This is an optimization exercise on Yosys and OpenROAD, whose aim is small area, a short achievable clock period and few clock cycles per item, not a production implementation.
RTL that was checked went through simulation tests only; none was proved equivalent to the original.
Function not checked in run 1: the RTL went through the layout flow alone.
Power figures rest on the tool's default switching activity, not on a simulated workload.

<file path="flow/design.v">
package bvlq_pkg;
	localparam int unsigned MAX_BITS   = 1024;
	localparam int unsigned BLOCK_BITS = 64;
	localparam int unsigned NUM_BLOCKS = MAX_BITS / BLOCK_BITS;
	localparam int unsigned NUM_ROWS   = NUM_BLOCKS - 1;    
	localparam int unsigned POS_W      = 11;
	localparam int unsigned OFF_W      = $clog2(BLOCK_BITS);
	localparam int unsigned BLK_W      = $clog2(NUM_BLOCKS);
	localparam int unsigned FUNC_W     = 2;
	localparam int unsigned STAT_W     = 2;
	localparam logic [FUNC_W-1:0] FUNC_APPEND = 2'd0;
	localparam logic [FUNC_W-1:0] FUNC_SET    = 2'd1;
	localparam logic [FUNC_W-1:0] FUNC_QUERY  = 2'd2;
	localparam logic [STAT_W-1:0] ST_OK    = 2'd0;
	localparam logic [STAT_W-1:0] ST_BOUND = 2'd1;
	localparam logic [STAT_W-1:0] ST_RANGE = 2'd2;
	typedef logic [BLOCK_BITS-1:0] word_t;
	typedef logic [NUM_ROWS-1:0]   rows_t;
	typedef logic [POS_W-1:0]      pos_t;
	typedef logic [BLK_W-1:0]      blk_t;
	typedef logic [OFF_W-1:0]      off_t;
endpackage
module bvlq_store (
	input  logic              clk,
	input  bvlq_pkg::rows_t   we,
	input  bvlq_pkg::word_t   wdata,
	input  bvlq_pkg::rows_t   rsel,
	output bvlq_pkg::word_t   rdata,
	output bvlq_pkg::rows_t   nz
);
	bvlq_pkg::word_t rows_q [bvlq_pkg::NUM_ROWS];
	bvlq_pkg::rows_t nz_q;
	logic            wnz;
	assign wnz = |wdata;
	for (genvar k = 0; k < bvlq_pkg::NUM_ROWS; k++) begin : g_row
		always_ff @(posedge clk) begin
			if (we[k]) begin
				rows_q[k] <= wdata;
				nz_q[k]   <= wnz;
			end
		end
	end
	always_comb begin
		rdata = '0;
		for (int k = 0; k < bvlq_pkg::NUM_ROWS; k++) begin
			rdata = rdata | (rows_q[k] & {bvlq_pkg::BLOCK_BITS{rsel[k]}});
		end
	end
	assign nz = nz_q;
endmodule
module bvlq_top #(
	parameter int unsigned W  = 64,
	parameter int unsigned IW = $clog2(W)
) (
	input  logic [W-1:0]  w,
	output logic          hit,
	output logic [IW-1:0] idx
);
	logic          h [IW+1][W];
	logic [IW-1:0] x [IW+1][W];
	always_comb begin
		for (int i = 0; i < W; i++) begin
			h[0][i] = w[i];
			x[0][i] = '0;
		end
		for (int l = 0; l < IW; l++) begin
			for (int i = 0; i < W; i++) begin
				h[l+1][i] = 1'b0;
				x[l+1][i] = '0;
			end
			for (int i = 0; i < (W >> (l + 1)); i++) begin
				h[l+1][i] = h[l][2*i] | h[l][2*i+1];
				x[l+1][i] = h[l][2*i+1] ? x[l][2*i+1] : x[l][2*i];
				x[l+1][i][l] = h[l][2*i+1];
			end
		end
		hit = h[IW][0];
		idx = x[IW][0];
	end
endmodule
module bit_vector_last_one_query_core (
	input  logic                           clk,
	input  logic                           arst_n,
	input  logic                           in_valid,
	output logic                           in_stall,
	input  logic [bvlq_pkg::FUNC_W-1:0]    func,
	input  logic                           bit_value,
	input  logic [bvlq_pkg::POS_W-1:0]     query_pos,
	output logic                           out_valid,
	input  logic                           out_stall,
	output logic [bvlq_pkg::POS_W-1:0]     last_one_pos,
	output logic                           found,
	output logic [bvlq_pkg::STAT_W-1:0]    status
);
	localparam int unsigned NR = bvlq_pkg::NUM_ROWS;
	localparam int unsigned BB = bvlq_pkg::BLOCK_BITS;
	localparam int unsigned OW = bvlq_pkg::OFF_W;
	localparam int unsigned BW = bvlq_pkg::BLK_W;
	localparam int unsigned NG = BB / 8;
	localparam int unsigned GW = $clog2(NG);
	logic hold_q;    
	logic miss_q;    
	logic stall_q;   
	logic run_ab;
	logic                        a_valid_q;
	logic [bvlq_pkg::FUNC_W-1:0] a_func_q;
	logic                        a_bit_q;
	bvlq_pkg::pos_t              a_pos_q;
	assign run_ab   = !hold_q && !miss_q;
	assign in_stall = stall_q;
	always_ff @(posedge clk or negedge arst_n) begin
		if (!arst_n) begin
			a_valid_q <= 1'b0;
		end else if (run_ab) begin
			a_valid_q <= in_valid;
		end
	end
	always_ff @(posedge clk) begin
		if (run_ab) begin
			a_func_q <= func;
			a_bit_q  <= bit_value;
			a_pos_q  <= query_pos;
		end
	end
	bvlq_pkg::pos_t  len_q;      
	logic            empty_q;    
	logic            bnd_q;      
	bvlq_pkg::blk_t  tblk_q;     
	bvlq_pkg::word_t tail_q;     
	logic a_go;
	logic is_app, is_set, is_qry;
	logic full;
	logic app_ok, set_ok;
	bvlq_pkg::off_t  app_off, set_off;
	logic [bvlq_pkg::STAT_W-1:0] a_stat;
	logic            a_rng;
	logic            a_qv;
	bvlq_pkg::pos_t  a_pm1;
	bvlq_pkg::blk_t  a_blk;
	logic            a_tail;
	assign a_go   = a_valid_q && run_ab;
	assign is_app = (a_func_q == bvlq_pkg::FUNC_APPEND);
	assign is_set = (a_func_q == bvlq_pkg::FUNC_SET);
	assign is_qry = (a_func_q == bvlq_pkg::FUNC_QUERY);
	assign full   = len_q[bvlq_pkg::POS_W-1];
	assign app_ok = a_go && is_app && !full;
	assign set_ok = a_go && is_set && !empty_q;
	logic            bnd_n, full_n;
	bvlq_pkg::blk_t  tblk_n;
	bvlq_pkg::rows_t wr_q;
	assign bnd_n  = app_ok ? (len_q[OW-1:0] == '1) : bnd_q;
	assign full_n = app_ok ? (len_q == bvlq_pkg::pos_t'(bvlq_pkg::MAX_BITS - 1)) : full;
	assign tblk_n = app_ok ? len_q[bvlq_pkg::POS_W-2:OW] : tblk_q;
	always_ff @(posedge clk or negedge arst_n) begin
		if (!arst_n) begin
			wr_q <= '0;
		end else if (run_ab) begin
			for (int k = 0; k < NR; k++) begin
				wr_q[k] <= in_valid && (func == bvlq_pkg::FUNC_APPEND) && bnd_n && !full_n
					&& (tblk_n == bvlq_pkg::blk_t'(k));
			end
		end
	end
	assign app_off = len_q[OW-1:0];
	assign set_off = len_q[OW-1:0] - bvlq_pkg::off_t'(1);
	assign a_rng  = (a_pos_q > len_q);
	assign a_pm1  = a_pos_q - bvlq_pkg::pos_t'(1);
	assign a_blk  = a_pm1[bvlq_pkg::POS_W-2:OW];
	assign a_tail = (a_blk == tblk_q);
	assign a_qv   = is_qry && (a_pos_q != '0) && !a_rng;
	always_comb begin
		a_stat = bvlq_pkg::ST_OK;
		if (is_app && full) a_stat = bvlq_pkg::ST_BOUND;
		if (is_set && empty_q) a_stat = bvlq_pkg::ST_BOUND;
		if (is_qry && a_rng) a_stat = bvlq_pkg::ST_RANGE;
	end
	always_ff @(posedge clk or negedge arst_n) begin
		if (!arst_n) begin
			len_q   <= '0;
			empty_q <= 1'b1;
			bnd_q   <= 1'b0;
			tblk_q  <= '0;
		end else if (app_ok) begin
			len_q   <= len_q + bvlq_pkg::pos_t'(1);
			empty_q <= 1'b0;
			bnd_q   <= (len_q[OW-1:0] == '1);
			tblk_q  <= len_q[bvlq_pkg::POS_W-2:OW];
		end
	end
	for (genvar i = 0; i < BB; i++) begin : g_tail
		always_ff @(posedge clk) begin
			if ((app_ok && (app_off == bvlq_pkg::off_t'(i)))
			    || (set_ok && (set_off == bvlq_pkg::off_t'(i)))) begin
				tail_q[i] <= a_bit_q;
			end
		end
	end
	bvlq_pkg::rows_t psel, nz;
	bvlq_pkg::word_t pdata;
	bvlq_store u_store (
		.clk   (clk),
		.we    (wr_q & {NR{run_ab}}),
		.wdata (tail_q),
		.rsel  (psel),
		.rdata (pdata),
		.nz    (nz)
	);
	logic                        b_valid_q;
	logic [bvlq_pkg::STAT_W-1:0] b_stat_q;
	logic                        b_qv_q;
	logic                        b_tail_q;
	bvlq_pkg::blk_t              b_blk_q;
	bvlq_pkg::off_t              b_off_q;
	bvlq_pkg::rows_t             b_sel_q;
	always_ff @(posedge clk or negedge arst_n) begin
		if (!arst_n) begin
			b_valid_q <= 1'b0;
		end else if (run_ab) begin
			b_valid_q <= a_valid_q;
		end
	end
	always_ff @(posedge clk) begin
		if (run_ab) begin
			b_stat_q <= a_stat;
			b_qv_q   <= a_qv;
			b_tail_q <= a_tail;
			b_blk_q  <= a_blk;
			b_off_q  <= a_pm1[OW-1:0];
			for (int k = 0; k < NR; k++) begin
				b_sel_q[k] <= a_qv && !a_tail && (a_blk == bvlq_pkg::blk_t'(k));
			end
		end
	end
	bvlq_pkg::rows_t c_h_q;
	bvlq_pkg::word_t b_word, b_mask;
	logic            b_hit;
	assign psel   = miss_q ? c_h_q : b_sel_q;
	assign b_word = pdata | (tail_q & {BB{b_tail_q && !miss_q}});
	bvlq_pkg::off_t b_moff;
	assign b_moff = b_off_q | {OW{miss_q}};
	always_comb begin
		for (int i = 0; i < BB; i++) begin
			b_mask[i] = (bvlq_pkg::off_t'(i) <= b_moff);
		end
	end
	logic [NG-1:0] b_ghit;
	logic [NG-1:0][2:0] b_gidx;
	for (genvar g = 0; g < NG; g++) begin : g_grp
		bvlq_top #(.W(8)) u_top_g (
			.w   (b_word[8*g +: 8] & b_mask[8*g +: 8]),
			.hit (b_ghit[g]),
			.idx (b_gidx[g])
		);
	end
	assign b_hit = |b_ghit;
	logic [bvlq_pkg::NUM_BLOCKS-1:0] b_nzm;
	logic                            b_hit2;
	bvlq_pkg::blk_t                  b_j;
	bvlq_pkg::rows_t                 b_h;
	always_comb begin
		b_nzm = '0;
		for (int k = 0; k < NR; k++) begin
			b_nzm[k] = nz[k] && (bvlq_pkg::blk_t'(k) < b_blk_q);
		end
	end
	bvlq_top #(.W(bvlq_pkg::NUM_BLOCKS)) u_top_j (
		.w   (b_nzm),
		.hit (b_hit2),
		.idx (b_j)
	);
	always_comb begin
		for (int k = 0; k < NR; k++) begin
			b_h[k] = b_hit2 && (b_j == bvlq_pkg::blk_t'(k));
		end
	end
	logic                        c_valid_q;
	logic [bvlq_pkg::STAT_W-1:0] c_stat_q;
	logic                        c_qv_q;
	logic [NG-1:0]               c_ghit_q;
	logic [NG-1:0][2:0]          c_gidx_q;
	bvlq_pkg::blk_t              c_blk_q;
	bvlq_pkg::blk_t              c_j_q;
	logic miss_d, hold_d;
	always_ff @(posedge clk or negedge arst_n) begin
		if (!arst_n) begin
			c_valid_q <= 1'b0;
			miss_q    <= 1'b0;
			stall_q   <= 1'b0;
		end else begin
			if (run_ab) begin
				c_valid_q <= b_valid_q;
			end
			if (!hold_q) begin
				miss_q <= miss_d;
			end
			stall_q <= hold_d || (hold_q ? miss_q : miss_d);
		end
	end
	assign miss_d = !miss_q && b_valid_q && b_qv_q && !b_hit && b_hit2;
	always_ff @(posedge clk) begin
		if (!hold_q) begin
			c_ghit_q <= b_ghit;
			c_gidx_q <= b_gidx;
			c_blk_q  <= miss_q ? c_j_q : b_blk_q;
		end
		if (run_ab) begin
			c_stat_q <= b_stat_q;
			c_qv_q   <= b_qv_q;
			c_j_q    <= b_j;
			c_h_q    <= b_h;
		end
	end
	logic                c_found;
	logic [GW-1:0]       c_g;
	logic [2:0]          c_l;
	bvlq_pkg::pos_t      c_pos;
	always_comb begin
		c_g = '0;
		for (int g = 0; g < NG; g++) begin
			if (c_ghit_q[g]) c_g = GW'(g);
		end
		c_l = c_gidx_q[c_g];
	end
	assign c_found = c_qv_q && (|c_ghit_q);
	assign c_pos   = c_found
		? (bvlq_pkg::pos_t'({c_blk_q, c_g, c_l}) + bvlq_pkg::pos_t'(1)) : '0;
	logic                        o_valid_q;
	bvlq_pkg::pos_t              o_pos_q;
	logic                        o_found_q;
	logic [bvlq_pkg::STAT_W-1:0] o_stat_q;
	bvlq_pkg::pos_t              k_pos_q;
	logic                        k_found_q;
	logic [bvlq_pkg::STAT_W-1:0] k_stat_q;
	logic take, produce, o_load;
	assign take    = o_valid_q && !out_stall;
	assign produce = c_valid_q && run_ab;
	assign hold_d  = hold_q ? !take : (produce && !o_load);
	assign o_load  = !o_valid_q || !out_stall;
	always_ff @(posedge clk or negedge arst_n) begin
		if (!arst_n) begin
			o_valid_q <= 1'b0;
			hold_q    <= 1'b0;
		end else begin
			if (o_load) begin
				o_valid_q <= hold_q || produce;
			end
			hold_q <= hold_d;
		end
	end
	always_ff @(posedge clk) begin
		if (o_load) begin
			if (hold_q) begin
				o_pos_q   <= k_pos_q;
				o_found_q <= k_found_q;
				o_stat_q  <= k_stat_q;
			end else begin
				o_pos_q   <= c_pos;
				o_found_q <= c_found;
				o_stat_q  <= c_stat_q;
			end
		end
		if (!hold_q) begin
			k_pos_q   <= c_pos;
			k_found_q <= c_found;
			k_stat_q  <= c_stat_q;
		end
	end
	assign out_valid    = o_valid_q;
	assign last_one_pos = o_pos_q;
	assign found        = o_found_q;
	assign status       = o_stat_q;
endmodule
</file>
<file path="flow/flow/run.sh">
#!/bin/bash
set -euo pipefail
MARGIN=$(cat flow/margin.txt)
bash standard.sh SETUP_SLACK_MARGIN="$MARGIN" finish > make_finish.log 2>&1
</file>
<file path="flow/flow/margin.txt">
6.5
</file>
<file path="flow/standard.sh">
#!/bin/bash
# synth_recipe.tcl (not shown) runs the flow's synth.tcl, then flattens the netlist and writes it again
# the make line also repeats each setting of config.mk as NAME=value (left out here)
make -C /OpenROAD-flow-scripts/flow DESIGN_CONFIG=/design/flow/config.mk WORK_HOME=/design/flow/orfs CLKGATE_MAP_FILE= SYNTH_SCRIPT=/design/flow/synth_recipe.tcl "${@:-finish}"
</file>
<file path="flow/config.mk">
export PLATFORM = sky130hd
export DESIGN_NAME = bit_vector_last_one_query_core
export DESIGN_NICKNAME = bit_vector_last_one_query_core
export VERILOG_FILES = /design/flow/design.v
export SDC_FILE = /design/flow/constraint.sdc
export NUM_CORES = 4
export LEC_CHECK = 0
export CAP_MARGIN = 20
export CORE_MARGIN = 2
export CORE_UTILIZATION = 35
export SETUP_SLACK_MARGIN = 5
export SLEW_MARGIN = 20
export SYNTH_MEMORY_MAX_BITS = 8192
</file>
<file path="flow/constraint.sdc">
create_clock -name core_clock -period 10.0 [get_ports {clk}]
set_input_delay 2.0000 -clock core_clock [delete_from_list [all_inputs] [get_ports {clk}]]
set_output_delay 2.0000 -clock core_clock [all_outputs]
set_load 0.01 [all_outputs]
</file>
==> results of run 1 <==
routing by layer:
layer / up-vias / track usage / part of all wire
met2: 3114 / 0.371 / 0.43
met1: 16800 / 0.335 / 0.36
met4: 10 / 0.125 / 0.059
met5: - / 0 / 0.0012
met3: 588 / 0.0841 / 0.16
li1: 13000 / - / -
final cells by class:
cell class | instances | area [um^2]
Tap cell | 1781 | 2230
Timing Repair Buffer | 245 | 2810
Sequential cell | 1207 | 35900
Clock buffer | 147 | 3100
Multi-Input combinational cell | 1607 | 11900
Inverter | 42 | 163
Clock inverter | 72 | 771
Fill cell | 12000 | 78500
Antenna cell | 4 | 10.0
per-stage QoR:
step | util | instances | hold WS (ps)
after floorplan | - | 3024 | 400
after detailed placement | 0.371 | 4749 | 415
final | 0.420 | 5105 | 428
after global placement | 0.371 | 4749 | 404
after CTS | 0.417 | 5074 | 430
after global routing | 0.420 | 5101 | 443
kinds of logic (layout without fill, tap and decap cells):
kind of cell               Yosys count  count (layout)
AOI/OAI and AO/OA                  939             939
xor gates and xnor gates            26              26
adders and majority gates           19              19
buffers and inverters              232             506
DFF                               1207            1207
muxes                               29              39
other                                0               4
and+or+nand+nor                    572             584
layout by cell type (no fill, tap or decap), types with 11 or more instances in the layout:
| cell | count |
|---|---|
| edfxtp_1 | 1154 |
| a22oi_1 | 364 |
| nand2_1 | 172 |
| buf_4 | 145 |
| clkbuf_16 | 121 |
| a22o_1 | 89 |
| nand3_1 | 86 |
| nor2_1 | 85 |
| a21oi_1 | 72 |
| a222oi_1 | 71 |
| o21ai_0 | 64 |
| nand4_1 | 56 |
| a221oi_1 | 55 |
| o22ai_1 | 49 |
| inv_1 | 38 |
| buf_12 | 38 |
| dfrtp_1 | 36 |
| clkinv_1 | 27 |
| clkbuf_1 | 27 |
| xnor2_1 | 22 |
| nor4_1 | 21 |
| clkinv_2 | 21 |
| and3_1 | 20 |
| ha_1 | 19 |
| nand2b_1 | 16 |
| and2_1 | 16 |
| bufinv_16 | 16 |
| clkdlybuf4s50_1 | 16 |
| and2_4 | 15 |
| dlygate4sd2_1 | 15 |
| nor3_1 | 14 |
| mux2_4 | 14 |
| dfxtp_1 | 14 |
| o31ai_1 | 12 |
| o21ai_1 | 12 |
| and2_2 | 12 |
| nor2b_1 | 11 |
where the power goes:
group	switching [mW]	total (mW)	internal, mW
clock	1.96	4.56	2.60
combinational	3.55	5.20	1.65
sequential	0.211	6.05	5.84
total	5.72	15.8	10.1
critical path, stage by stage, from the launching register on:
cell      delay [ps]
dfrtp_4          600
buf_12           180
buf_16           140
mux2_4           350
buf_6            200
a222oi_1         430
nand4_1          480
o22ai_1          260
or4b_4           530
or4_4            570
o22ai_2          150
flip-flops by register name (all words and copies together), names as in the netlist, 2 cells and up:
signal          flops
a_func_q            2
a_pos_q            11
b_blk_q             4
b_off_q             6
b_sel_q            15
b_stat_q            2
c_blk_q             4
c_ghit_q            8
c_gidx_q           24
c_h_q              15
c_j_q               4
c_stat_q            2
k_pos_q            11
k_stat_q            2
len_q              11
o_pos_q            11
o_stat_q            2
tail_q             64
tblk_q              4
u_store.nz_q       15
u_store.rows_q    960
wr_q               15
synthesized netlist by cell type, drive strengths merged (6+ instances only):
cell     count  area share
nand4       56      0.0073
o32ai       20      0.0043
a32o         8      0.0017
clkbuf     122      0.0096
o21a         6     0.00094
dfrtp       38       0.020
nor4        23      0.0030
a21oi       73      0.0077
nor3        18      0.0019
mux2        24      0.0066
nand2b      16      0.0021
nor2b       11      0.0014
and3        20      0.0026
o21ai       81      0.0085
o22ai       52      0.0068
nor2        89      0.0070
a222oi      71       0.015
a21boi       9      0.0014
a32oi       10      0.0018
and4         6      0.0011
or4         10      0.0017
o31ai       22      0.0037
and2        32      0.0042
ha          19      0.0050
or3         12      0.0016
xnor2       22      0.0040
o2111ai      8      0.0015
a22o        89       0.016
o311ai       7      0.0013
nand3       86      0.0090
dfxtp       14      0.0059
inv         41      0.0032
nand2      175       0.014
a221oi      62       0.011
edfxtp    1154        0.73
buf         68      0.0071
a22oi      374       0.059
path summary, 6_finish.rpt:
kind | startpoint | endpoint | cells past startpoint
worst max-delay path | miss_q | miss_q | 10
worst min-delay path | b_stat_q[1] | c_stat_q[1] | 0
worst max register to register | miss_q | miss_q | 10
worst min register to register | b_stat_q[1] | c_stat_q[1] | 0
max in group asynchronous | arst_n | miss_q | 2
min in group asynchronous | arst_n | len_q[2] | 2
timing repair:
action	CTS	global route
setup endpoints to repair	1084	656
cloned	29	3
buffers inserted	77	24
endpoints found under the hold margin	0	0
resized for setup	234	38
pin swaps	40	12
==> impl_metrics.tcl, run 1 <==
set metrics [dict create \
    finalSetupTns_ps 0 \
    viasPerCell 6.56 \
    overflow 0 \
    ff2ff_setup_slack_ps 6000 \
    synthFlopType "edfxtp_1" \
    post_drt_wl_per_cell_um 35.8 \
    grt_max_degree 68 \
    path_clk_slew_ps 60 \
    postSynthAreaPerCell_um2 15.8 \
    synthAdderAreaFrac 0.00499 \
    ys_types 79 \
    clockBufferDepth 3 \
    worst_skew_pair.late_latency_ps 760 \
    status "no timing/DRC/antenna violations" \
    drive_gt1_frac 0.164 \
    ys_warn_count 9 \
    die_w_um 373 \
    cts-root-buf "clkbuf_16" \
    cts_buffers 118 \
    antenna_found_initial 16 \
    synthArstFlopShare 0.0323 \
    arrival_ps 4660 \
    crit_fanout 13 \
    gr-usage-all-layers 0.253 \
    synthSimpleGateAreaFrac 0.0599 \
    p_leak_nw 18.3 \
    clock_skew_ps 37.2 \
    critPathCaptureType "register" \
    tightestPinTransition_ps 1070 \
    layout_setup_ws_ps 6000 \
    synth_top_family_by_area "compound AO/OA/AOI/OAI gates" \
    power.density_nw_per_um2 278 \
    hp-class "reg -> reg" \
    path_class "reg -> reg" \
    htreeDepth 3 \
    grt_pass1_vias 31100 \
    setup_viol 0 \
    io_buffers 33 \
    placed_cell_area_um2 50200 \
    hold_violations 0 \
    synth_area_um2 47700 \
    min_period_ps 4000 \
    maxCapViolCount 0 \
    start_util 0.352 \
    fmax_mhz 250 \
    power_mw 15.8 \
    slew_headroom 0.288 \
    vias 33500 \
    drc 0 \
    gp_congestion 0.902 \
    ys_ff_latch 1207 \
    syn_to_final_growth_pct 19.2 \
    slew_violations 0 \
    row_count 135 \
    synth_compound_area_frac 0.149 \
    totalWireLength_um 183000 \
    drt-initial-drc-count 7254 \
    design_area_um2 56800 \
    synth_xor_area_frac 0.00478 \
    antenna_left 0 \
    io_pins 34 \
    die_area_um2 139000 \
    yosysSeqAreaShare 0.753 \
    grt_first_pass_wirelength_um 248000 \
    nNetsFinal 3258 \
    clock-sinks 1207 \
    required_ps 10660 \
    dpl.hpwl_um 97600 \
    peakVddDrop_mv 0.188 \
    cts_tree "done" \
    synth_edf_count 1154 \
    preCtsSetupSlack_ps 4950 \
    core_um2 135000 \
    fin_crit_sh 0.400 \
    drt_pass1_iterations 9 \
    syn-instance-count 3024 \
    die_y_um 373 \
    grt_setup_unrepaired "yes" \
    syn_nets 3061 \
    holdBufCountCts 0 \
    start_kind "register" \
    synthMuxAreaShare 0.00766 \
]
==> inputs of run 2 (changes only) <==
--- a/flow/design.v
+++ b/flow/design.v
@@ -99,14 +99,14 @@
 	localparam int unsigned NG = BB / 8;
 	localparam int unsigned GW = $clog2(NG);
 	logic hold_q;    
-	logic miss_q;    
+	logic fix_q;     
 	logic stall_q;   
 	logic run_ab;
 	logic                        a_valid_q;
 	logic [bvlq_pkg::FUNC_W-1:0] a_func_q;
 	logic                        a_bit_q;
 	bvlq_pkg::pos_t              a_pos_q;
-	assign run_ab   = !hold_q && !miss_q;
+	assign run_ab   = !hold_q && !fix_q;
 	assign in_stall = stall_q;
 	always_ff @(posedge clk or negedge arst_n) begin
 		if (!arst_n) begin
@@ -210,8 +210,10 @@
 	logic                        b_qv_q;
 	logic                        b_tail_q;
 	bvlq_pkg::blk_t              b_blk_q;
-	bvlq_pkg::off_t              b_off_q;
 	bvlq_pkg::rows_t             b_sel_q;
+	logic [NG-1:0]               b_glt_q;    
+	logic [NG-1:0]               b_geq_q;    
+	logic [7:0]                  b_lle_q;    
 	always_ff @(posedge clk or negedge arst_n) begin
 		if (!arst_n) begin
 			b_valid_q <= 1'b0;
@@ -225,22 +227,27 @@
 			b_qv_q   <= a_qv;
 			b_tail_q <= a_tail;
 			b_blk_q  <= a_blk;
-			b_off_q  <= a_pm1[OW-1:0];
 			for (int k = 0; k < NR; k++) begin
 				b_sel_q[k] <= a_qv && !a_tail && (a_blk == bvlq_pkg::blk_t'(k));
 			end
+			for (int g = 0; g < NG; g++) begin
+				b_glt_q[g] <= (GW'(g) < a_pm1[OW-1:3]);
+				b_geq_q[g] <= (GW'(g) == a_pm1[OW-1:3]);
+			end
+			for (int l = 0; l < 8; l++) begin
+				b_lle_q[l] <= (3'(l) <= a_pm1[2:0]);
+			end
 		end
 	end
-	bvlq_pkg::rows_t c_h_q;
+	bvlq_pkg::rows_t d_h_q;
 	bvlq_pkg::word_t b_word, b_mask;
-	logic            b_hit;
-	assign psel   = miss_q ? c_h_q : b_sel_q;
-	assign b_word = pdata | (tail_q & {BB{b_tail_q && !miss_q}});
-	bvlq_pkg::off_t b_moff;
-	assign b_moff = b_off_q | {OW{miss_q}};
+	assign psel   = fix_q ? d_h_q : b_sel_q;
+	assign b_word = pdata | (tail_q & {BB{b_tail_q && !fix_q}});
 	always_comb begin
-		for (int i = 0; i < BB; i++) begin
-			b_mask[i] = (bvlq_pkg::off_t'(i) <= b_moff);
+		for (int g = 0; g < NG; g++) begin
+			for (int l = 0; l < 8; l++) begin
+				b_mask[8*g+l] = fix_q || b_glt_q[g] || (b_geq_q[g] && b_lle_q[l]);
+			end
 		end
 	end
 	logic [NG-1:0] b_ghit;
@@ -252,11 +259,9 @@
 			.idx (b_gidx[g])
 		);
 	end
-	assign b_hit = |b_ghit;
 	logic [bvlq_pkg::NUM_BLOCKS-1:0] b_nzm;
 	logic                            b_hit2;
 	bvlq_pkg::blk_t                  b_j;
-	bvlq_pkg::rows_t                 b_h;
 	always_comb begin
 		b_nzm = '0;
 		for (int k = 0; k < NR; k++) begin
@@ -268,62 +273,89 @@
 		.hit (b_hit2),
 		.idx (b_j)
 	);
-	always_comb begin
-		for (int k = 0; k < NR; k++) begin
-			b_h[k] = b_hit2 && (b_j == bvlq_pkg::blk_t'(k));
-		end
-	end
 	logic                        c_valid_q;
 	logic [bvlq_pkg::STAT_W-1:0] c_stat_q;
 	logic                        c_qv_q;
 	logic [NG-1:0]               c_ghit_q;
 	logic [NG-1:0][2:0]          c_gidx_q;
 	bvlq_pkg::blk_t              c_blk_q;
+	logic                        c_hit2_q;
 	bvlq_pkg::blk_t              c_j_q;
-	logic miss_d, hold_d;
 	always_ff @(posedge clk or negedge arst_n) begin
 		if (!arst_n) begin
 			c_valid_q <= 1'b0;
-			miss_q    <= 1'b0;
+		end else if (run_ab) begin
+			c_valid_q <= b_valid_q;
+		end
+	end
+	always_ff @(posedge clk) begin
+		if (run_ab) begin
+			c_stat_q <= b_stat_q;
+			c_qv_q   <= b_qv_q;
+			c_ghit_q <= b_ghit;
+			c_gidx_q <= b_gidx;
+			c_blk_q  <= b_blk_q;
+			c_hit2_q <= b_hit2;
+			c_j_q    <= b_j;
+		end
+	end
+	logic c_miss;
+	assign c_miss = c_valid_q && c_qv_q && !(|c_ghit_q) && c_hit2_q;
+	logic                        d_valid_q;
+	logic [bvlq_pkg::STAT_W-1:0] d_stat_q;
+	logic                        d_qv_q;
+	logic [NG-1:0]               d_ghit_q;
+	logic [NG-1:0][2:0]          d_gidx_q;
+	bvlq_pkg::blk_t              d_blk_q;
+	bvlq_pkg::blk_t              d_j_q;
+	logic fix_d, hold_d;
+	always_ff @(posedge clk or negedge arst_n) begin
+		if (!arst_n) begin
+			d_valid_q <= 1'b0;
+			fix_q     <= 1'b0;
 			stall_q   <= 1'b0;
 		end else begin
 			if (run_ab) begin
-				c_valid_q <= b_valid_q;
+				d_valid_q <= c_valid_q;
 			end
 			if (!hold_q) begin
-				miss_q <= miss_d;
+				fix_q <= fix_d;
 			end
-			stall_q <= hold_d || (hold_q ? miss_q : miss_d);
+			stall_q <= hold_d || (hold_q ? fix_q : fix_d);
 		end
 	end
-	assign miss_d = !miss_q && b_valid_q && b_qv_q && !b_hit && b_hit2;
+	assign fix_d = !fix_q && c_miss;
 	always_ff @(posedge clk) begin
-		if (!hold_q) begin
-			c_ghit_q <= b_ghit;
-			c_gidx_q <= b_gidx;
-			c_blk_q  <= miss_q ? c_j_q : b_blk_q;
-		end
 		if (run_ab) begin
-			c_stat_q <= b_stat_q;
-			c_qv_q   <= b_qv_q;
-			c_j_q    <= b_j;
-			c_h_q    <= b_h;
+			d_stat_q <= c_stat_q;
+			d_qv_q   <= c_qv_q;
+			d_ghit_q <= c_ghit_q;
+			d_gidx_q <= c_gidx_q;
+			d_blk_q  <= c_blk_q;
+			d_j_q    <= c_j_q;
+			for (int k = 0; k < NR; k++) begin
+				d_h_q[k] <= (c_j_q == bvlq_pkg::blk_t'(k));
+			end
+		end else if (fix_q && !hold_q) begin
+			d_ghit_q <= b_ghit;
+			d_gidx_q <= b_gidx;
+			d_blk_q  <= d_j_q;
 		end
 	end
-	logic                c_found;
-	logic [GW-1:0]       c_g;
-	logic [2:0]          c_l;
-	bvlq_pkg::pos_t      c_pos;
+	logic                d_found;
+	logic [GW-1:0]       d_g;
+	logic [2:0]          d_l;
+	bvlq_pkg::pos_t      d_pos;
 	always_comb begin
-		c_g = '0;
+		d_g = '0;
 		for (int g = 0; g < NG; g++) begin
-			if (c_ghit_q[g]) c_g = GW'(g);
+			if (d_ghit_q[g]) d_g = GW'(g);
 		end
-		c_l = c_gidx_q[c_g];
+		d_l = d_gidx_q[d_g];
 	end
-	assign c_found = c_qv_q && (|c_ghit_q);
-	assign c_pos   = c_found
-		? (bvlq_pkg::pos_t'({c_blk_q, c_g, c_l}) + bvlq_pkg::pos_t'(1)) : '0;
+	assign d_found = d_qv_q && (|d_ghit_q);
+	assign d_pos   = d_found
+		? (bvlq_pkg::pos_t'({d_blk_q, d_g, d_l}) + bvlq_pkg::pos_t'(1)) : '0;
 	logic                        o_valid_q;
 	bvlq_pkg::pos_t              o_pos_q;
 	logic                        o_found_q;
@@ -333,7 +365,7 @@
 	logic [bvlq_pkg::STAT_W-1:0] k_stat_q;
 	logic take, produce, o_load;
 	assign take    = o_valid_q && !out_stall;
-	assign produce = c_valid_q && run_ab;
+	assign produce = d_valid_q && run_ab;
 	assign hold_d  = hold_q ? !take : (produce && !o_load);
 	assign o_load  = !o_valid_q || !out_stall;
 	always_ff @(posedge clk or negedge arst_n) begin
@@ -354,15 +386,15 @@
 				o_found_q <= k_found_q;
 				o_stat_q  <= k_stat_q;
 			end else begin
-				o_pos_q   <= c_pos;
-				o_found_q <= c_found;
-				o_stat_q  <= c_stat_q;
+				o_pos_q   <= d_pos;
+				o_found_q <= d_found;
+				o_stat_q  <= d_stat_q;
 			end
 		end
 		if (!hold_q) begin
-			k_pos_q   <= c_pos;
-			k_found_q <= c_found;
-			k_stat_q  <= c_stat_q;
+			k_pos_q   <= d_pos;
+			k_found_q <= d_found;
+			k_stat_q  <= d_stat_q;
 		end
 	end
 	assign out_valid    = o_valid_q;
==> run 2 against run 1 <==
  * Largest power group unchanged
  * Worst setup slack better by 350 ps
  * Synthesized area rose by 4.7%
  * Count of clock-buffer cells in the layout grew 33
  * Power up 4.2%
==> impl_metrics.tcl, run 2 <==
set metrics [dict create \
    syn_to_final_growth_pct 17.6 \
    viasPerCell 6.28 \
    p_leak_nw 18.9 \
    power.density_nw_per_um2 281 \
    power_mw 16.5 \
    min_period_ps 3650 \
    synth_top_family_by_area "compound AO/OA/AOI/OAI gates" \
    io_pins 34 \
    maxCapViolCount 0 \
    tightestPinTransition_ps 1280 \
    final_cell_mix "1215 x edfxtp_1, 332 x a22oi_1, 282 x nand2_1" \
    largest_register "u_store.rows_q" \
    antenna_found_initial 7 \
    worstPathBufferInverterCount 4 \
    drt_pass1_iterations 8 \
    synthSimpleGateAreaFrac 0.0625 \
    antenna_left 0 \
    io_buffers 33 \
    postSynthAreaPerCell_um2 15.8 \
    ys_ff_latch 1269 \
    die_area_um2 146000 \
    start_util 0.353 \
    cts_tree "done" \
    slew_violations 0 \
    placed_cell_area_um2 52300 \
    design_area_um2 58700 \
    core_um2 142000 \
    fmax_mhz 274 \
    clockBufferDepth 3 \
    r2r-start "fix_q" \
    path_class "reg -> reg" \
    fin_crit_sh 0.365 \
    vias 33600 \
    slowest_delay_ps 500 \
    synthFlopType "edfxtp_1" \
    cts-root-buf "clkbuf_16" \
    crit_fanout 17 \
    hp-class "reg -> reg" \
    synthMuxAreaShare 0.0129 \
    dp.cells 4968 \
    grt_pass1_vias 31000 \
    dpl.hpwl_um 94700 \
    cts_buffers 132 \
    finalNonFillerCells 5345 \
    drt-initial-drc-count 6382 \
    synth_area_leaders "edfxtp_1 73%, a22oi_1 5.1%, nand2_1 2.1%" \
    gp_congestion 0.995 \
    path_clk_slew_ps 60 \
    layout_commonest_cell "edfxtp_1" \
    required_ps 10500 \
    status "no timing/DRC/antenna violations" \
    largestRegisters "u_store.rows_q: 960 flops, tail_q: 64 flops" \
    synth_top_area_cell "edfxtp_1" \
    totalWireLength_um 182000 \
    synth_area_um2 49900 \
    crit_chain "buf_12 > buf_12 > buf_16 > mux2_8 > buf_16 > a22oi_1 > nand4_1 > nor3_2 > o21ai_2 > or2_4 > a2111o_1 > mux2_4" \
    largest_reg_flops 960 \
    syn-instance-count 3162 \
    drive_gt1_frac 0.162 \
    worstSetupStartpoint "fix_q" \
    setup_viol 0 \
    ys_types 84 \
    synth_edf_count 1215 \
    slowest_stage "dfrtp_4" \
    htreeDepth 4 \
    synth_xor_area_frac 0.00526 \
    die_y_um 382 \
    synthArstFlopShare 0.0315 \
    hold_start "b_stat_q[0]" \
    synthTopCellsByCount "1215 x edfxtp_1, 341 x a22oi_1, 284 x nand2_1, 110 x a22o_1, 98 x clkbuf_1" \
    slew_headroom 0.148 \
    grt_max_degree 65 \
    finalSetupTns_ps 0 \
    post_drt_wl_per_cell_um 34.0 \
    grt_setup_unrepaired "yes" \
    ys_warn_count 9 \
    overflow 0 \
    synthAdderAreaFrac 0.00551 \
    worst_skew_pair.late_latency_ps 760 \
    synth_top_area_frac 0.731 \
    crit_family "simple AND/OR/NAND/NOR gates" \
    nNetsFinal 3392 \
    clock_skew_ps 34.7 \
    drc 0 \
    row_count 138 \
    hold_violations 0 \
    grt_first_pass_wirelength_um 247000 \
    syn_nets 3202 \
    synth_compound_area_frac 0.137 \
    gr-usage-all-layers 0.240 \
    start_kind "register" \
    yosysMostFrequentCell "edfxtp_1" \
    die_w_um 382 \
    critPathCaptureType "register" \
    arrival_ps 4150 \
    yosysSeqAreaShare 0.756 \
    peakVddDrop_mv 0.151 \
    clock-sinks 1269 \
]
run 2: layout make-up:
cell class	count	area (um^2)
inverter	45	185
clock inverter	56	468
clock buffer	180	3610
fill	12700	82900
timing repair inverter	1	8.76
antenna	1	2.50
sequential	1269	37800
tap	1890	2360
timing repair buffer	229	2450
multi-input combinational	1674	11900
run 2: cells by family (layout without fill, tap and decap cells):
group | after synthesis | count (layout)
adders and majority gates | 22 | 22
buffers and inverters | 229 | 511
xor gates and xnor gates | 30 | 30
muxes | 53 | 63
AOI/OAI and AO/OA | 905 | 905
and+or+nand+nor | 654 | 654
other | 0 | 1
DFF | 1269 | 1269
run 2: report_power, final:
group          total [mW]  internal, mW  switching [mW]
clock                4.74          2.69            2.05
combinational        4.98          1.68            3.31
sequential           6.75          6.29           0.460
run 2: worst reg2reg max path: stages, from the launching register on:
cell and delay (ps):
dfrtp_4 500, buf_12 160, buf_12 150, buf_16 160, mux2_8 410, buf_16 200
a22oi_1 300, nand4_1 170, nor3_2 360, o21ai_2 100, or2_4 280, a2111o_1 370
mux2_4 260
run 2: timing repair:
action                                  in CTS  in global routing
pin swaps                                   15                 59
hold buffers                                 0                  0
gates resized for setup                    121                 83
endpoints found under the setup margin     742                 52
gates cloned                                21                  2
setup buffers                               79                 38
run 2: metrics by stage:
step	util	hold WS (ps)	worst slack (ps)
after floorplan	-	400	6750
after global placement	0.369	409	5050
after detailed placement	0.370	415	5040
after CTS	0.410	428	6420
after global routing	0.415	436	6310
final	0.415	426	6350
run 2: path summary, 6_finish.rpt:
kind	end	slack, ps	cells after the start
worst max-delay path	d_ghit_q[4]	6350	12
worst min register to register	c_stat_q[0]	430	0
worst min-delay path	c_stat_q[0]	430	0
min in group asynchronous	o_valid_q	1410	1
worst max register to register	d_ghit_q[4]	6350	12
max in group asynchronous	fix_q	7880	1
run 2: routing by layer:
metal / GRT usage / vias up / routed length [um]
met5: 0.00694 / - / 223
met4: 0.118 / 14 / 10500
met3: 0.0654 / 565 / 25100
met2: 0.363 / 2708 / 79700
met1: 0.319 / 17000 / 66000
li1: - / 13300 / -
Testbench counts of run 2, summed over its fixed seeds: cycles 13,033, items 12,800.
==> inputs of run 3 (changes only) <==
==> flow/flow/run.sh (replaced) <==
#!/bin/bash
set -euo pipefail
MARGIN=$(cat flow/margin.txt)
CTS=$(cat flow/cts_args.txt)
bash standard.sh SETUP_SLACK_MARGIN="$MARGIN" "CTS_ARGS=$CTS" finish > make_finish.log 2>&1
==> flow/flow/cts_args.txt (new file) <==
-sink_clustering_enable -repair_clock_nets -dont_use_dummy_load -sink_clustering_size 24 -sink_clustering_max_diameter 90
==> flow/flow/margin.txt (replaced) <==
7.0
==> run 3 against run 2 <==
  * Largest cell class unchanged
  * Cell area increased by 0.36%
  * Critical path depth shrank 1
  * Clock power down 44%
  * Critical endpoint is now d_ghit_q[6]
  * Flip-flop and latch count did not move
  * Via count rose by 1.7%
  * Fmax up 3.9%
  * Worst hold slack better by 1.5 ps
  * Combinational power up 19%
  * Critical path type unchanged
  * Die area is the same
==> impl_metrics.tcl, run 3 <==
set metrics [dict create \
    fmax_mhz 285 \
    power_mw 15.4 \
    synth_top_area_frac 0.731 \
    worstReg2RegEnd "d_ghit_q[6]" \
    worst_skew_pair.late_latency_ps 720 \
    final_cell_mix "1215 x edfxtp_1, 301 x a22oi_1, 266 x nand2_1" \
    drt_pass1_iterations 9 \
    htreeDepth 2 \
    finalSetupTns_ps 0 \
    synth_area_leaders "edfxtp_1 73%, a22oi_1 5.1%, nand2_1 2.1%" \
    cts_buffers 59 \
    maxCapViolCount 0 \
    hold_start "c_stat_q[0]" \
    ys_ff_latch 1269 \
    yosysSeqAreaShare 0.756 \
    finalNonFillerCells 5298 \
    ys_warn_count 9 \
    hold_depth 0 \
    largest_register "u_store.rows_q" \
    synth_edf_count 1215 \
    io_buffers 33 \
    largest_reg_flops 960 \
    yosysMostFrequentCell "edfxtp_1" \
    preCtsSetupSlack_ps 4970 \
    p_leak_nw 18.9 \
    start_kind "register" \
    gp_congestion 0.970 \
    required_ps 10490 \
    slew_headroom 0.161 \
    largestRegisters "u_store.rows_q: 960 flops, tail_q: 64 flops" \
    syn_nets 3202 \
    drt-initial-drc-count 6259 \
    path_class "reg -> reg" \
    clock_skew_ps 53.5 \
    path_clk_slew_ps 100 \
    setup_viol 0 \
    gr-usage-all-layers 0.251 \
    reg2reg_depth 11 \
    dp.cells 4972 \
    grt_max_degree 65 \
    holdBufCountCts 0 \
    syn_to_final_growth_pct 18.1 \
    overflow 0 \
    whs_endpoint "d_stat_q[0]" \
    clockBufferDepth 3 \
    layout_setup_ws_ps 6490 \
    antenna_left 0 \
    min_period_ps 3510 \
    synthArstFlopShare 0.0315 \
    ys_types 84 \
    status "no timing/DRC/antenna violations" \
    drc 0 \
    ff2ff_setup_slack_ps 6490 \
    start_util 0.353 \
    viasPerCell 6.45 \
    dpl.hpwl_um 96500 \
    die_w_um 382 \
    die_y_um 382 \
    hold_violations 0 \
    die_area_um2 146000 \
    core_um2 142000 \
    synthFlopType "edfxtp_1" \
    grt_first_pass_wirelength_um 257000 \
    antenna_found_initial 16 \
    totalWireLength_um 190000 \
    io_pins 34 \
    nNetsFinal 3447 \
    post_drt_wl_per_cell_um 35.8 \
    power.density_nw_per_um2 261 \
    hp-class "reg -> reg" \
    cts-root-buf "clkbuf_16" \
    critPathCaptureType "register" \
    syn-instance-count 3162 \
    clock-sinks 1269 \
    postSynthAreaPerCell_um2 15.8 \
    fin_crit_sh 0.351 \
    tightestPinTransition_ps 1260 \
    crit_fanout 8 \
    layout_commonest_cell "edfxtp_1" \
    peakVddDrop_mv 0.183 \
    arrival_ps 4000 \
    synth_area_um2 49900 \
    slew_violations 0 \
    grt_pass1_vias 31800 \
    row_count 138 \
    synth_top_area_cell "edfxtp_1" \
    r2r-start "fix_q" \
    drive_gt1_frac 0.215 \
    grt_setup_unrepaired "yes" \
    vias 34200 \
    synthTopCellsByCount "1215 x edfxtp_1, 341 x a22oi_1, 284 x nand2_1, 110 x a22o_1, 98 x clkbuf_1" \
    cts_tree "done" \
]
-- run 3: cell counts after synthesis --
No cell type changed its count.
-- run 3: metal layers --
layer | vias to the layer above | GRT usage | routed length [um]
met1 | 17200 | 0.330 | 67300
met5 | - | 0 | 113
met2 | 2933 | 0.377 | 82600
li1 | 13300 | - | -
met4 | 18 | 0.123 | 11500
met3 | 632 | 0.0782 | 28000
-- run 3: worst max-delay path, cell delays in order (launching register included) --
cell and delay, ps:
dfrtp_4 570, buf_16 210, buf_6 140, mux2_4 370, buf_16 200, a22oi_1 250, nand4b_1 200, o21ai_2 180
nand2_2 90, or2_4 270, or4_4 510, mux2_4 260
-- run 3: worst max path at each step --
stage | start | endpoint | slack (ps)
2_1_floorplan | fix_q | u_store.nz_q[0] | 7030
3_3_place_gp | fix_q | u_store.rows_q[10][14] | 5030
3_5_place_dp | fix_q | u_store.rows_q[10][40] | 4970
4_1_cts | fix_q | d_ghit_q[6] | 6560
5_1_grt | fix_q | d_ghit_q[6] | 6440
6_report | fix_q | d_ghit_q[6] | 6490
-- run 3: power by group --
group | total, mW | leakage [nW] | internal (mW) | switching (mW)
Clock | 2.67 | 0.727 | 1.05 | 1.62
Combinational | 5.95 | 6.47 | 2.26 | 3.69
Sequential | 6.76 | 11.7 | 6.28 | 0.476
-- run 3: cells by family (layout without fill, tap and decap cells) --
group	Yosys count	count (layout)	share of synthesized area
DFF	1269	1269	0.756
AOI/OAI and AO/OA	905	905	0.137
and+or+nand+nor	654	659	0.0625
buffers and inverters	229	451	0.0208
muxes	53	69	0.0129
xor gates and xnor gates	30	30	0.00526
adders and majority gates	22	22	0.00551
other	0	3	0
-- run 3: final cells by class --
type / instances / area (um^2)
fillers: 12600 / 82600
diodes: 3 / 7.51
repair inverters: 3 / 47.5
repair buffers: 344 / 4120
well taps: 1890 / 2360
inverters: 45 / 185
clock buffers: 59 / 1480
multi-input cells: 1685 / 13000
flip-flops and latches: 1269 / 37800
-- run 3: timing repair --
action	4_1_cts	5_1_grt
pin swaps	123	85
gates resized for setup	459	146
buffers inserted	172	40
gates cloned	49	3
setup endpoints to repair	1254	169
endpoints found under the hold margin	0	0
-- run 3: per-stage QoR --
step,utilization,hold WS [ps],area [um^2]
final,0.416,427,58900
after global routing,0.416,448,58900
after CTS,0.409,430,57900
after detailed placement,0.370,407,52300
after global placement,0.370,404,52300
after floorplan,-,400,50000
==> inputs of run 4 (changes only) <==
==> flow/flow/margin.txt (replaced) <==
6.5
--- a/flow/config.mk
+++ b/flow/config.mk
@@ -7,7 +7,7 @@
 export LEC_CHECK = 0
 export CAP_MARGIN = 20
 export CORE_MARGIN = 2
-export CORE_UTILIZATION = 35
+export CORE_UTILIZATION = 45
 export SETUP_SLACK_MARGIN = 5
 export SLEW_MARGIN = 20
 export SYNTH_MEMORY_MAX_BITS = 8192
==> run 4 against run 3 <==
  * Synthesized area is the same
  * Sequential power is essentially flat
  * Final cell count shrank 10%
  * Non-clock buffer count shrank 127
  * Cell area shrank 5.6%
  * Still clean on timing, DRC and antenna
  * Clock skew grew 24 ps
  * Combinational power shrank 15%
  * Sequential share of layout area grew 3.8 points
  * Fmax shrank 4.4%
  * Worst setup slack lost 160 ps
  * Largest power group unchanged
  * Critical path depth is the same
  * Via count shrank 1.9%
==> impl_metrics.tcl, run 4 <==
set metrics [dict create \
    status "no timing/DRC/antenna violations" \
    placed_cell_area_um2 51800 \
    largestRegisters "u_store.rows_q: 960 flops, tail_q: 64 flops" \
    r2r-start "fix_q" \
    peakVddDrop_mv 0.208 \
    io_buffers 33 \
    p_leak_nw 17.7 \
    io_pins 34 \
    nNetsFinal 3309 \
    synth_area_leaders "edfxtp_1 73%, a22oi_1 5.1%, nand2_1 2.1%" \
    maxCapViolCount 0 \
    synth_top_area_cell "edfxtp_1" \
    ys_ff_latch 1269 \
    layout_setup_ws_ps 6330 \
    finalNonFillerCells 4766 \
    drc 0 \
    fmax_mhz 272 \
    switchingPower_mw 5.46 \
    crit_fanout 7 \
    antenna_found_initial 13 \
    clockBufferDepth 3 \
    cts_buffers 59 \
    wl_met3_um 26900 \
    preCtsSetupSlack_ps 5010 \
    largest_reg_flops 960 \
    start_kind "register" \
    design_area_um2 55600 \
    post-route-util 0.504 \
    synth_area_um2 49900 \
    finalSetupTns_ps 0 \
    required_ps 10460 \
    fin_crit_sh 0.367 \
    syn-instance-count 3162 \
    setup_viol 0 \
    min_period_ps 3670 \
    synthFlopType "edfxtp_1" \
    drt-initial-drc-count 6502 \
    grt_pass1_vias 31300 \
    synthTopCellsByCount "1215 x edfxtp_1, 341 x a22oi_1, 284 x nand2_1, 110 x a22o_1, 98 x clkbuf_1" \
    synth_top_area_frac 0.731 \
    met2WireLength_um 82500 \
    ys_types 84 \
    netSwitchingFraction 0.378 \
    syn_nets 3202 \
    slew_violations 0 \
    cts_tree "done" \
    holdBufCountCts 0 \
    start_util 0.452 \
    hp-class "reg -> reg" \
    dp.cells 4561 \
    yosysMostFrequentCell "edfxtp_1" \
    top_layer "met5" \
    grt_setup_unrepaired "yes" \
    vias 33500 \
    slew_headroom 0.119 \
    clock_skew_ps 77.3 \
    m1WireLength_um 65300 \
    final_cell_mix "1215 x edfxtp_1, 331 x a22oi_1, 281 x nand2_1" \
    postSynthAreaPerCell_um2 15.8 \
    p_int_mw 8.99 \
    totalWireLength_um 186000 \
    worst_skew_pair.late_latency_ps 730 \
    critPathCaptureType "register" \
    gp_congestion 0.974 \
    pwr-share-clk 0.183 \
    synth_edf_count 1215 \
    htreeDepth 2 \
    hold_violations 0 \
    layout_commonest_cell "edfxtp_1" \
    grt_first_pass_wirelength_um 247000 \
    drive_gt1_frac 0.129 \
    antenna_left 0 \
    dpl.hpwl_um 96100 \
    synthArstFlopShare 0.0315 \
    largest_register "u_store.rows_q" \
    ys_warn_count 9 \
    post_drt_wl_per_cell_um 39.0 \
    combPwrFrac 0.348 \
    die_area_um2 114000 \
    hold_start "c_stat_q[1]" \
    path_clk_slew_ps 100 \
    die_y_um 337 \
    row_count 122 \
    drt_pass1_iterations 9 \
    core_um2 110000 \
    clock-sinks 1269 \
    die_w_um 337 \
    gr-usage-all-layers 0.315 \
    arrival_ps 4140 \
    yosysSeqAreaShare 0.756 \
    path_class "reg -> reg" \
    grt_max_degree 71 \
    overflow 0 \
    worstSetupStartpoint "fix_q" \
    power.density_nw_per_um2 260 \
    tightestPinTransition_ps 1320 \
    cts-root-buf "clkbuf_16" \
    viasPerCell 7.03 \
    syn_to_final_growth_pct 11.4 \
    pwr-share-seq 0.469 \
]
## run 4: layout make-up
cell class	instances	area [um^2]
fillers	8996	54700
flip-flops and latches	1269	37800
multi-input cells	1676	11800
repair buffers	217	2520
well taps	1488	1860
clock buffers	59	1480
inverters	45	185
diodes	11	27.5
repair inverters	1	8.76
## run 4: metrics by stage
step,hold WS (ps),total power [mW]
2_1_floorplan,400,8.98
3_3_place_gp,402,10.8
3_5_place_dp,406,10.8
4_1_cts,428,13.9
5_1_grt,443,14.7
6_report,426,14.5
## run 4: logic make-up after synthesis
group           count (synthesis)  share of synthesized area
flops                        1269                      0.756
compound gates                905                      0.137
simple gates                  654                     0.0625
buf+inv                       229                     0.0208
mux                            53                     0.0129
xor+xnor                       30                    0.00526
fa+ha+maj                      22                    0.00551
## run 4: metal layers
metal	vias up	GRT usage
met4	12	0.157
met2	2829	0.477
met1	17100	0.409
li1	13000	-
met3	604	0.101
met5	-	0
## run 4: what timing repair did
action | 4_1_cts | 5_1_grt
pin swaps | 10 | 45
endpoints found under the setup margin | 837 | 62
gates resized for setup | 118 | 84
buffers inserted | 64 | 39
cloned | 21 | 11
## run 4: worst paths after layout
path | depth (start not counted) | slack, ps | end
hold reg to reg | 0 | 430 | d_stat_q[1]
setup / recovery | 11 | 6330 | d_ghit_q[6]
setup reg to reg | 11 | 6330 | d_ghit_q[6]
min in group asynchronous | 1 | 1400 | b_valid_q
hold / removal | 0 | 430 | d_stat_q[1]
max in group asynchronous | 1 | 7890 | fix_q
## run 4: power groups by stage
stage	Clock [mW]	Sequential, mW	Combinational, mW
floorplan	0	6.57	2.41
global placement	0	6.92	3.83
detailed placement	0	6.93	3.87
CTS	2.65	6.73	4.47
global route	2.81	6.78	5.11
finish	2.64	6.78	5.03
## run 4: critical path: stages (launching register included)
cell and delay, ps:
dfrtp_4 580, buf_16 190, buf_4 140, mux2_8 390
buf_12 180, a22o_1 230, a221oi_1 210, and4_1 270
o21ai_1 110, or2_4 280, or4_4 540, mux2_4 260
==> inputs of run 5 (changes only) <==
==> flow/flow/margin.txt (replaced) <==
7.0
--- a/flow/config.mk
+++ b/flow/config.mk
@@ -7,7 +7,8 @@
 export LEC_CHECK = 0
 export CAP_MARGIN = 20
 export CORE_MARGIN = 2
-export CORE_UTILIZATION = 45
+export CORE_UTILIZATION = 35
 export SETUP_SLACK_MARGIN = 5
 export SLEW_MARGIN = 20
 export SYNTH_MEMORY_MAX_BITS = 8192
+export TNS_END_PERCENT = 10
==> run 5 against run 4 <==
  * Clock skew rose by 39 ps
  * Worst setup slack improved by 51 ps
  * Largest cell class unchanged
  * Highest routed layer unchanged
  * Sequential share of layout area fell by 1.5 points
  * Wire length rose by 0.94%
  * Via count fell by 0.36%
  * Fmax rose by 1.4%
  * First-iteration DRC count fell by 0.48%
  * Clock power rose by 2%
  * Worst hold slack improved by 9.4 ps
  * Critical path depth fell by 1
  * Synthesized cell count did not move
==> impl_metrics.tcl, run 5 <==
set metrics [dict create \
    combPwrFrac 0.355 \
    overflow 0 \
    maxCapViolCount 0 \
    final_cell_mix "1215 x edfxtp_1, 331 x a22oi_1, 280 x nand2_1" \
    hp-class "reg -> reg" \
    io_buffers 33 \
    design_area_um2 56900 \
    yosysSeqAreaShare 0.756 \
    timing.hold.ws_ps 436 \
    peakVddDrop_mv 0.187 \
    vias 33400 \
    synth_top_area_cell "edfxtp_1" \
    die_area_um2 146000 \
    synthTopCellsByCount "1215 x edfxtp_1, 341 x a22oi_1, 284 x nand2_1, 110 x a22o_1, 98 x clkbuf_1" \
    arrival_ps 4100 \
    gp_congestion 0.954 \
    clockBufferDepth 3 \
    r2r-start "fix_q" \
    slew_violations 0 \
    p_leak_nw 17.9 \
    worstSetupStartpoint "fix_q" \
    largest_reg_flops 960 \
    drive_gt1_frac 0.151 \
    slowest_delay_ps 600 \
    fin_crit_sh 0.362 \
    ff2ff_setup_slack_ps 6380 \
    wl_met3_um 25800 \
    reg2reg_depth 10 \
    required_ps 10480 \
    largestRegisters "u_store.rows_q: 960 flops, tail_q: 64 flops" \
    preCtsSetupSlack_ps 5410 \
    path_class "reg -> reg" \
    grt_max_degree 65 \
    pwr-share-clk 0.183 \
    power.density_nw_per_um2 257 \
    ys_ff_latch 1269 \
    die_w_um 382 \
    post-route-util 0.402 \
    worstReg2RegEnd "d_ghit_q[6]" \
    m1WireLength_um 66500 \
    path_clk_slew_ps 100 \
    tightestPinTransition_ps 1310 \
    htreeDepth 2 \
    hold_violations 0 \
    synth_area_um2 49900 \
    syn-instance-count 3162 \
    clock-sinks 1269 \
    finalNonFillerCells 5201 \
    largest_register "u_store.rows_q" \
    clock_skew_ps 117 \
    num-fill-cells 12800 \
    drc 0 \
    ys_types 84 \
    timing.critical_path.to "d_ghit_q[6]" \
    cts_buffers 60 \
    grt_setup_unrepaired "yes" \
    setup_viol 0 \
    status "no timing/DRC/antenna violations" \
    switchingPower_mw 5.50 \
    antenna_left 0 \
    drt-initial-drc-count 6471 \
    die_y_um 382 \
    slowest_stage "dfrtp_4" \
    postSynthAreaPerCell_um2 15.8 \
    gr-usage-all-layers 0.245 \
    crit_chain "buf_4 > mux2_4 > buf_12 > a22oi_2 > nand4_1 > o31ai_2 > nand2_1 > or2_4 > or4_4 > mux2_4" \
    power_mw 14.6 \
    totalWireLength_um 187000 \
    top_layer "met5" \
    core_um2 142000 \
    grt_pass1_vias 30800 \
    dp.cells 4973 \
    cts_tree "done" \
    post_drt_wl_per_cell_um 36.0 \
    synthArstFlopShare 0.0315 \
    layout_setup_ws_ps 6380 \
    syn_nets 3202 \
    placed_cell_area_um2 52300 \
    synth_top_area_frac 0.731 \
    start_kind "register" \
    p_int_mw 9.11 \
    yosysMostFrequentCell "edfxtp_1" \
    viasPerCell 6.42 \
    slew_headroom 0.130 \
    crit_fanout 35 \
    row_count 138 \
    synthFlopType "edfxtp_1" \
    io_pins 34 \
    synth_area_leaders "edfxtp_1 73%, a22oi_1 5.1%, nand2_1 2.1%" \
    synth_edf_count 1215 \
    min_period_ps 3620 \
    pwr-share-seq 0.462 \
    syn_to_final_growth_pct 13.9 \
    start_util 0.353 \
    antenna_found_initial 10 \
    layout_commonest_cell "edfxtp_1" \
    drt_pass1_iterations 7 \
    ys_warn_count 9 \
    worst_skew_pair.late_latency_ps 730 \
    nNetsFinal 3350 \
    critPathCaptureType "register" \
    grt_first_pass_wirelength_um 251000 \
    path_common_cell "mux2_4" \
    finalSetupTns_ps 0 \
    fmax_mhz 276 \
    met2WireLength_um 83000 \
    dpl.hpwl_um 94200 \
    cts-root-buf "clkbuf_16" \
    netSwitchingFraction 0.376 \
]
## run 5: cell counts after synthesis
No cell type changed its count.
## run 5: what timing repair did
action	4_1_cts	5_1_grt
gates resized for setup	210	92
pin swaps	36	50
hold buffers	0	0
setup buffers	84	39
gates cloned	37	5
setup endpoints to repair	1256	491
## run 5: kinds of logic after synthesis
| family | count (synthesis) | synth area share |
|---|---|---|
| DFF | 1269 | 0.756 |
| AOI/OAI and AO/OA | 905 | 0.137 |
| and+or+nand+nor | 654 | 0.0625 |
| buffers and inverters | 229 | 0.0208 |
| muxes | 53 | 0.0129 |
| xor gates and xnor gates | 30 | 0.00526 |
| adders and majority gates | 22 | 0.00551 |
## run 5: final cells by class
cell class,instances,area (um^2),share of cell area
Clock buffer,60,1500,0.0264
Multi-Input combinational cell,1690,12200,0.215
Tap cell,1890,2360,0.0416
Antenna cell,3,7.51,0.000132
Timing Repair Buffer,241,2790,0.0491
Timing Repair inverter,3,26.3,0.000462
Sequential cell,1269,37800,0.664
Inverter,45,185,0.00325
## run 5: worst min path at each step
stage,startpoint,end,cells after the start
2_1_floorplan,b_qv_q,c_qv_q,0
4_1_cts,b_stat_q[0],c_stat_q[0],0
5_1_grt,b_stat_q[0],c_stat_q[0],0
3_3_place_gp,c_stat_q[1],d_stat_q[1],0
3_5_place_dp,b_stat_q[0],c_stat_q[0],0
6_report,b_stat_q[0],c_stat_q[0],0
## run 5: worst max-delay path, delay by kind of cell, from the launching register on
kind / cells / cell delay [ps]
AND/OR/NAND/NOR: 4 / 1120
multiplexers: 2 / 600
flip-flops: 1 / 600
buffers and inverters: 2 / 380
AO/OA/AOI/OAI: 2 / 570
## run 5: power groups by stage
stage / Combinational [mW] / Clock (mW) / Sequential (mW)
after global placement: 3.92 / 0 / 6.87
after detailed placement: 3.93 / 0 / 6.87
after floorplan: 2.41 / 0 / 6.56
after global routing: 5.31 / 2.85 / 6.76
after CTS: 4.70 / 2.68 / 6.71
final: 5.19 / 2.68 / 6.75
## run 5: per-layer routing
layer | vias to the layer above | track usage
met5 | - | 0
met2 | 2715 | 0.375
met1 | 17000 | 0.320
met4 | 8 | 0.126
met3 | 548 | 0.0639
li1 | 13100 | -
==> inputs of run 6 (changes only) <==
==> flow/flow/margin.txt (replaced) <==
6.5
==> run 6 against run 5 <==
  * Still clean on timing, DRC and antenna
  * Count of clock-buffer cells in the layout stayed put
  * Synthesized cell count unchanged
  * Worst setup slack lost 46 ps
  * Power is 4.0% lower
  * Clock power hardly changed
  * Worst hold slack got worse by 24 ps
  * Combinational power fell by 11%
  * Sequential power about the same
  * Global-route usage fell by 1.4 points
  * Critical path type unchanged
  * Largest cell class unchanged
  * Largest power group unchanged
  * Highest routed layer unchanged
==> impl_metrics.tcl, run 6 <==
set metrics [dict create \
    clock_skew_ps 54.1 \
    arrival_ps 4130 \
    postSynthAreaPerCell_um2 15.8 \
    core_um2 142000 \
    path_clk_slew_ps 100 \
    largest_reg_flops 960 \
    final_cell_mix "1215 x edfxtp_1, 339 x a22oi_1, 283 x nand2_1" \
    holdBufCountCts 0 \
    maxCapViolCount 0 \
    cts_tree "done" \
    post_drt_wl_per_cell_um 34.3 \
    r2r-start "fix_q" \
    synth_area_um2 49900 \
    power.density_nw_per_um2 253 \
    worstReg2RegEnd "d_ghit_q[4]" \
    die_y_um 382 \
    cts_buffers 60 \
    clockBufferDepth 3 \
    io_pins 34 \
    yosysMostFrequentCell "edfxtp_1" \
    viasPerCell 6.35 \
    grtUsageMet3 0.0469 \
    vias 32500 \
    critPathCaptureType "register" \
    gp_congestion 0.995 \
    hold_start "c_stat_q[1]" \
    tightestPinTransition_ps 1280 \
    setup_viol 0 \
    row_count 138 \
    timing.critical_path.to "d_ghit_q[4]" \
    start_kind "register" \
    status "no timing/DRC/antenna violations" \
    worstSetupStartpoint "fix_q" \
    cts-root-buf "clkbuf_16" \
    ff2ff_setup_slack_ps 6330 \
    overflow 0 \
    grt_first_pass_wirelength_um 239000 \
    path_class "reg -> reg" \
    peakVddDrop_mv 0.172 \
    hold_violations 0 \
    p_leak_nw 17.3 \
    syn_nets 3202 \
    ys_types 84 \
    busiest_layer "met2" \
    ys_ff_latch 1269 \
    yosysSeqAreaShare 0.756 \
    largest_register "u_store.rows_q" \
    netSwitchingFraction 0.370 \
    pwr-share-clk 0.190 \
    worst_skew_pair.late_latency_ps 720 \
    required_ps 10460 \
    fmax_mhz 273 \
    antenna_left 0 \
    clock-sinks 1269 \
    min_period_ps 3670 \
    grt_use_met2 0.354 \
    grtUsageMet1 0.313 \
    grt_max_degree 65 \
    reg2reg_depth 11 \
    largestRegisters "u_store.rows_q: 960 flops, tail_q: 64 flops" \
    grt_setup_unrepaired "yes" \
    synthTopCellsByCount "1215 x edfxtp_1, 341 x a22oi_1, 284 x nand2_1, 110 x a22o_1, 98 x clkbuf_1" \
    slew_headroom 0.144 \
    antenna_found_initial 7 \
    p_int_mw 8.84 \
    synthArstFlopShare 0.0315 \
    syn_to_final_growth_pct 11.0 \
    io_buffers 33 \
    totalWireLength_um 176000 \
    drive_gt1_frac 0.111 \
    synthFlopType "edfxtp_1" \
    gr-usage-all-layers 0.230 \
    hp-class "reg -> reg" \
    combPwrFrac 0.328 \
    syn-instance-count 3162 \
    slew_violations 0 \
    layout_commonest_cell "edfxtp_1" \
    synth_edf_count 1215 \
    synth_top_area_cell "edfxtp_1" \
    grt_pass1_vias 29900 \
    pwr-share-seq 0.482 \
    drt_pass1_iterations 6 \
    power_mw 14.0 \
    drc 0 \
    drt-initial-drc-count 6101 \
    finalSetupTns_ps 0 \
    dpl.hpwl_um 94700 \
    ys_warn_count 9 \
    switchingPower_mw 5.19 \
    htreeDepth 2 \
    die_area_um2 146000 \
    nNetsFinal 3271 \
    synth_area_leaders "edfxtp_1 73%, a22oi_1 5.1%, nand2_1 2.1%" \
    synth_top_area_frac 0.731 \
    crit_fanout 8 \
    start_util 0.353 \
    die_w_um 382 \
    fin_crit_sh 0.367 \
]
-- run 6: cell counts after synthesis --
No cell type changed its count.
-- run 6: power groups by stage --
stage	sequential, mW	clock, mW	combinational, mW
floorplan	6.57	0	2.41
detailed placement	6.91	0	3.88
CTS	6.73	2.68	4.26
finish	6.76	2.67	4.60
global route	6.77	2.84	4.74
global placement	6.90	0	3.86
-- run 6: logic make-up (layout without fill, tap and decap cells) --
logic type / after synthesis / after routing / share of synthesized area
compound gates: 905 / 905 / 0.137
xor+xnor: 30 / 30 / 0.00526
fa+ha+maj: 22 / 22 / 0.00551
buf+inv: 229 / 286 / 0.0208
flops: 1269 / 1269 / 0.756
mux: 53 / 63 / 0.0129
other cells: 0 / 2 / 0
simple gates: 654 / 654 / 0.0625
-- run 6: metrics by stage --
step,std cells,hold WS [ps],area [um^2],util,setup slack [ps]
2_1_floorplan,3162,400,49900,-,6750
3_3_place_gp,4968,409,52300,0.369,5050
3_5_place_dp,4968,415,52300,0.370,5040
4_1_cts,5084,420,54800,0.387,6370
5_1_grt,5119,419,55400,0.391,6340
6_report,5121,412,55400,0.391,6330
-- run 6: critical path, cell delays in order (launching register included) --
cell and delay (ps):
dfrtp_4 620, buf_12 210, buf_4 140, mux2_4 350, buf_12 150, clkbuf_16 160
buf_4 140, a22o_1 220, a221oi_1 250, nand4_1 380, a2111o_1 510, mux2_4 260
-- run 6: worst min path at each step --
stage,to,slack (ps),cells after the start
5_1_grt,d_stat_q[1],420,0
2_1_floorplan,c_qv_q,400,0
3_3_place_gp,c_stat_q[1],410,0
4_1_cts,d_stat_q[1],420,0
3_5_place_dp,c_stat_q[0],410,0
6_report,d_stat_q[1],410,0
-- run 6: area by class of cell --
| class | count | area [um^2] |
|---|---|---|
| inverter | 45 | 185 |
| timing repair buffer | 180 | 1980 |
| fill | 12900 | 86200 |
| sequential | 1269 | 37800 |
| tap | 1890 | 2360 |
| timing repair inverter | 1 | 8.76 |
| clock buffer | 60 | 1500 |
| antenna | 2 | 5.00 |
| multi-input combinational | 1674 | 11600 |
-- run 6: repair_timing --
| action | CTS | global route |
|---|---|---|
| setup buffers | 41 | 29 |
| cloned | 15 | 6 |
| setup endpoints to repair | 742 | 65 |
| resized for setup | 85 | 34 |
| pin swaps | 3 | 24 |
-- run 6: layer usage --
metal,up-vias,part of all wire
met4,8,0.055
met3,464,0.13
met5,-,0.0010
li1,12900,-
met1,16500,0.37
met2,2586,0.44

[what the ideal ports hide]
Ports are ideal in the flow. The routed layouts listed here were re-timed in OpenROAD.
Step 1 sets driving cells, clkbuf_16 on the clock port and buf_2 on the other inputs (assumed; they add their load-dependent delay and slew).
Step 2 also shifts input and output timing later by t, the mid clock arrival at the registers, as if the neighbouring blocks saw the same clock.
Three values: no drivers, after step 1, after step 2; two values: the first two.
run	t, ns	setup WS [ns]	hold slack, ns
run 1	0.809	6.002 / 6.002 / 6.002	0.428 / 0.428 / 0.428
run 2	0.814	6.351 / 6.351 / 6.351	0.426 / 0.426 / 0.426
run 3	0.779	6.486 / 6.486 / 6.486	0.427 / 0.427 / 0.427
run 4	0.774	6.326 / 6.326 / 6.326	0.426 / 0.426 / 0.426
run 5	0.744	6.377 / 6.377 / 6.377	0.436 / 0.436 / 0.436
run 6	0.768	6.331 / 6.331 / 6.331	0.412 / 0.412 / 0.412
After both steps setup and hold are still met in every run listed.
